Source: an optimization exercise on an open RTL-to-GDS flow (aim: small area, a short achievable clock period and few clock cycles per item). Production flows keep margins and buffers that such runs may drop. Where RTL was checked, it was by simulation tests only, not by an equivalence proof against the original.

## maple
## fpu_pipe_unit
module fpu_pipe_unit #(
    parameter int EXP_W = 8,
    parameter int MAN_W = 23,
    parameter int TAG_W = 4
) (
    input  logic                 clk,
    input  logic                 rst_n,
    input  logic                 in_valid,
    output logic                 in_ready,
    input  logic [1:0]           in_op,
    input  logic [EXP_W+MAN_W:0] in_a,
    input  logic [EXP_W+MAN_W:0] in_b,
    input  logic [TAG_W-1:0]     in_tag,
    output logic                 out_valid,
    input  logic                 out_ready,
    output logic [EXP_W+MAN_W:0] out_y,
    output logic [TAG_W-1:0]     out_tag,
    output logic [3:0]           out_flags,
    output logic [3:0]           sticky,
    input  logic                 sticky_clr
);
    localparam logic [1:0] K_ZERO = 2'd0;
    localparam logic [1:0] K_INF  = 2'd1;
    localparam logic [1:0] K_NAN  = 2'd2;
    localparam logic [1:0] K_NV   = 2'd3;
    logic adv;           
    logic hv_q;          
    assign adv      = !hv_q || out_ready;
    assign in_ready = adv;
    logic        v1_q;
    logic [3:0]  tag1_q;
    logic        mul1_q;
    logic [31:0] a1_q;
    logic [8:0]  b1_q;           
    logic [35:0] f1_q;           
    logic        mzb1_q;         
    logic        stk1_q;         
    logic [4:0]  tza_in, tzb_in;
    always_comb begin
        tza_in = 5'd23;
        tzb_in = 5'd23;
        for (int i = 22; i >= 0; i--) begin
            if (in_a[i]) tza_in = 5'(i);
            if (in_b[i]) tzb_in = 5'(i);
        end
    end
    logic [11:0] one_in, two_in, neg_in;
    fpu_booth_enc u_enc (.y({1'b1, in_b[22:0]}), .one(one_in), .two(two_in), .neg(neg_in));
    always_ff @(posedge clk or negedge rst_n) begin
        if (!rst_n)   v1_q <= 1'b0;
        else if (adv) v1_q <= in_valid;
    end
    always_ff @(posedge clk) begin
        if (adv) begin
            tag1_q <= in_tag;
            mul1_q <= (in_op == 2'd2);
            a1_q   <= in_a;
            b1_q   <= {in_b[31] ^ (in_op == 2'd1), in_b[30:23]};
            f1_q   <= (in_op == 2'd2) ? {neg_in, two_in, one_in} : {13'd0, in_b[22:0]};
            mzb1_q <= (in_b[22:0] == 23'd0);
            stk1_q <= ({1'b0, tza_in} + {1'b0, tzb_in}) < 6'd20;
        end
    end
    logic       sa, sb;
    logic [7:0] ea, eb;
    logic [22:0] ma, mb;
  ...
make LEC_CHECK=0 ABC_AREA=1 CAP_MARGIN=20 CORE_MARGIN=2 CORE_UTILIZATION=40 SETUP_SLACK_MARGIN=5 SLEW_MARGIN=20 finish   # period 10.0 ns
run.sh (not shown) runs the stock make flow with config.mk's settings and CLKGATE_MAP_FILE= SYNTH_SCRIPT=/design/flow/synth_recipe.tcl, a recipe that flattens the netlist after the stock synthesis.
[inputs] oak vs maple
--- a/flow/design.v
+++ b/flow/design.v
@@ -24,47 +24,47 @@
     localparam logic [1:0] K_NAN  = 2'd2;
     localparam logic [1:0] K_NV   = 2'd3;
     logic adv;           
     logic hv_q;          
     assign adv      = !hv_q || out_ready;
     assign in_ready = adv;
     logic        v1_q;
     logic [3:0]  tag1_q;
     logic        mul1_q;
     logic [31:0] a1_q;
     logic [8:0]  b1_q;           
-    logic [35:0] f1_q;           
+    logic [22:0] f1_q;           
     logic        mzb1_q;         
     logic        stk1_q;         
     logic [4:0]  tza_in, tzb_in;
     always_comb begin
         tza_in = 5'd23;
         tzb_in = 5'd23;
         for (int i = 22; i >= 0; i--) begin
             if (in_a[i]) tza_in = 5'(i);
             if (in_b[i]) tzb_in = 5'(i);
         end
     end
     logic [11:0] one_in, two_in, neg_in;
-    fpu_booth_enc u_enc (.y({1'b1, in_b[22:0]}), .one(one_in), .two(two_in), .neg(neg_in));
+    fpu_booth_enc u_enc (.y({1'b1, f1_q}), .one(one_in), .two(two_in), .neg(neg_in));
     always_ff @(posedge clk or negedge rst_n) begin
         if (!rst_n)   v1_q <= 1'b0;
         else if (adv) v1_q <= in_valid;
     end
     always_ff @(posedge clk) begin
         if (adv) begin
             tag1_q <= in_tag;
             mul1_q <= (in_op == 2'd2);
             a1_q   <= in_a;
             b1_q   <= {in_b[31] ^ (in_op == 2'd1), in_b[30:23]};
-            f1_q   <= (in_op == 2'd2) ? {neg_in, two_in, one_in} : {13'd0, in_b[22:0]};
+            f1_q   <= in_b[22:0];
             mzb1_q <= (in_b[22:0] == 23'd0);
             stk1_q <= ({1'b0, tza_in} + {1'b0, tzb_in}) < 6'd20;
         end
     end
     logic       sa, sb;
     logic [7:0] ea, eb;
     logic [22:0] ma, mb;
     logic       za, zb, ia, ib, na, nb, fa, fb;
     assign sa = a1_q[31];
     assign sb = b1_q[8];
     assign ea = a1_q[30:23];
@@ -93,23 +93,23 @@
             else if (ia || ib)            spk2 = K_INF;
             else if (za || zb)            spk2 = K_ZERO;
             else                          sp2  = 1'b0;
         end else begin
             if (ia && ib && (sa != sb)) spk2 = K_NV;
             else if (ia) begin spk2 = K_INF; sps2 = sa; end
             else if (ib) begin spk2 = K_INF; sps2 = sb; end
             else sp2 = 1'b0;
         end
     end
     logic [47:0] ps, pc;
-    fpu_mul_cs24 u_mul (.x({1'b1, ma}), .one(f1_q[11:0]), .two(f1_q[23:12]), .neg(f1_q[35:24]),
+    fpu_mul_cs24 u_mul (.x({1'b1, ma}), .one(one_in), .two(two_in), .neg(neg_in),
                         .y23(1'b1), .s(ps), .c(pc));
     logic [9:0] mexp;
     assign mexp = {2'b00, ea} + {2'b00, eb} - 10'd127;
     logic        a_ge;
     logic [7:0]  dab, dba, ediff, ebig;
     logic [23:0] sig_big, sig_sml;
     logic        sub2, sgn_add;
     fpu_add31 u_cmp (.a(a1_q[30:0]), .b(~{eb, mb}), .ci(1'b1), .s(), .co(a_ge));
     assign dab     = ea - eb;
     assign dba     = eb - ea;
     assign ediff   = a_ge ? dab : dba;
[summary]
When oak is measured against maple, its post-CTS resize count turns out about 110% higher. oak vs maple, sum of routed wire segments on met1 went down by about 1.8%. Met2 demand-to-capacity share in global routing (lower): oak. Relative to maple, horizontal extent of the die decreased by about 1.7% in oak. Share of the cycle needed by the critical path after routing delta (maple -> oak): insignificant. Synthesized cell count in oak is 103 lower than in maple. Routed wire in oak totals less than in maple.
Testbench counts of oak, summed over its fixed seeds: cycles 12,032, items 12,000.
Only the layout flow was run in maple; the RTL was not checked for function there.

-- re-timing with driven ports --
The results above use ideal ports. As a check the final layouts listed here were re-extracted and re-timed, cells and wires unchanged. Step 1 sets driving cells, clkbuf_16 on the clock port and buf_2 on the other inputs (assumed; they add their load-dependent delay and slew). Step 2 times the ports against the registers' clock, not the clock port: input delays grow and output delays shrink by t, the midpoint of the rising clock arrivals with the driver on. a / b / c = no drivers / after step 1 / after step 2; a / b = the first two.
| run | t, ns | setup slack, ns | slew at the worst register clock pin (ns) | pins driven straight from the clock port |
|---|---|---|---|---|
| maple | 0.623 | 5.036 / 5.036 / 5.036 | 0.07 / 0.07 | 1 |
| oak | 0.677 | 5.035 / 5.035 / 5.022 | 0.08 / 0.08 | 1 |
After both steps every run listed still meets setup and hold. The setup slack of oak, which loses most, moves by 0.000 ns with the drivers and by -0.013 ns with both steps.
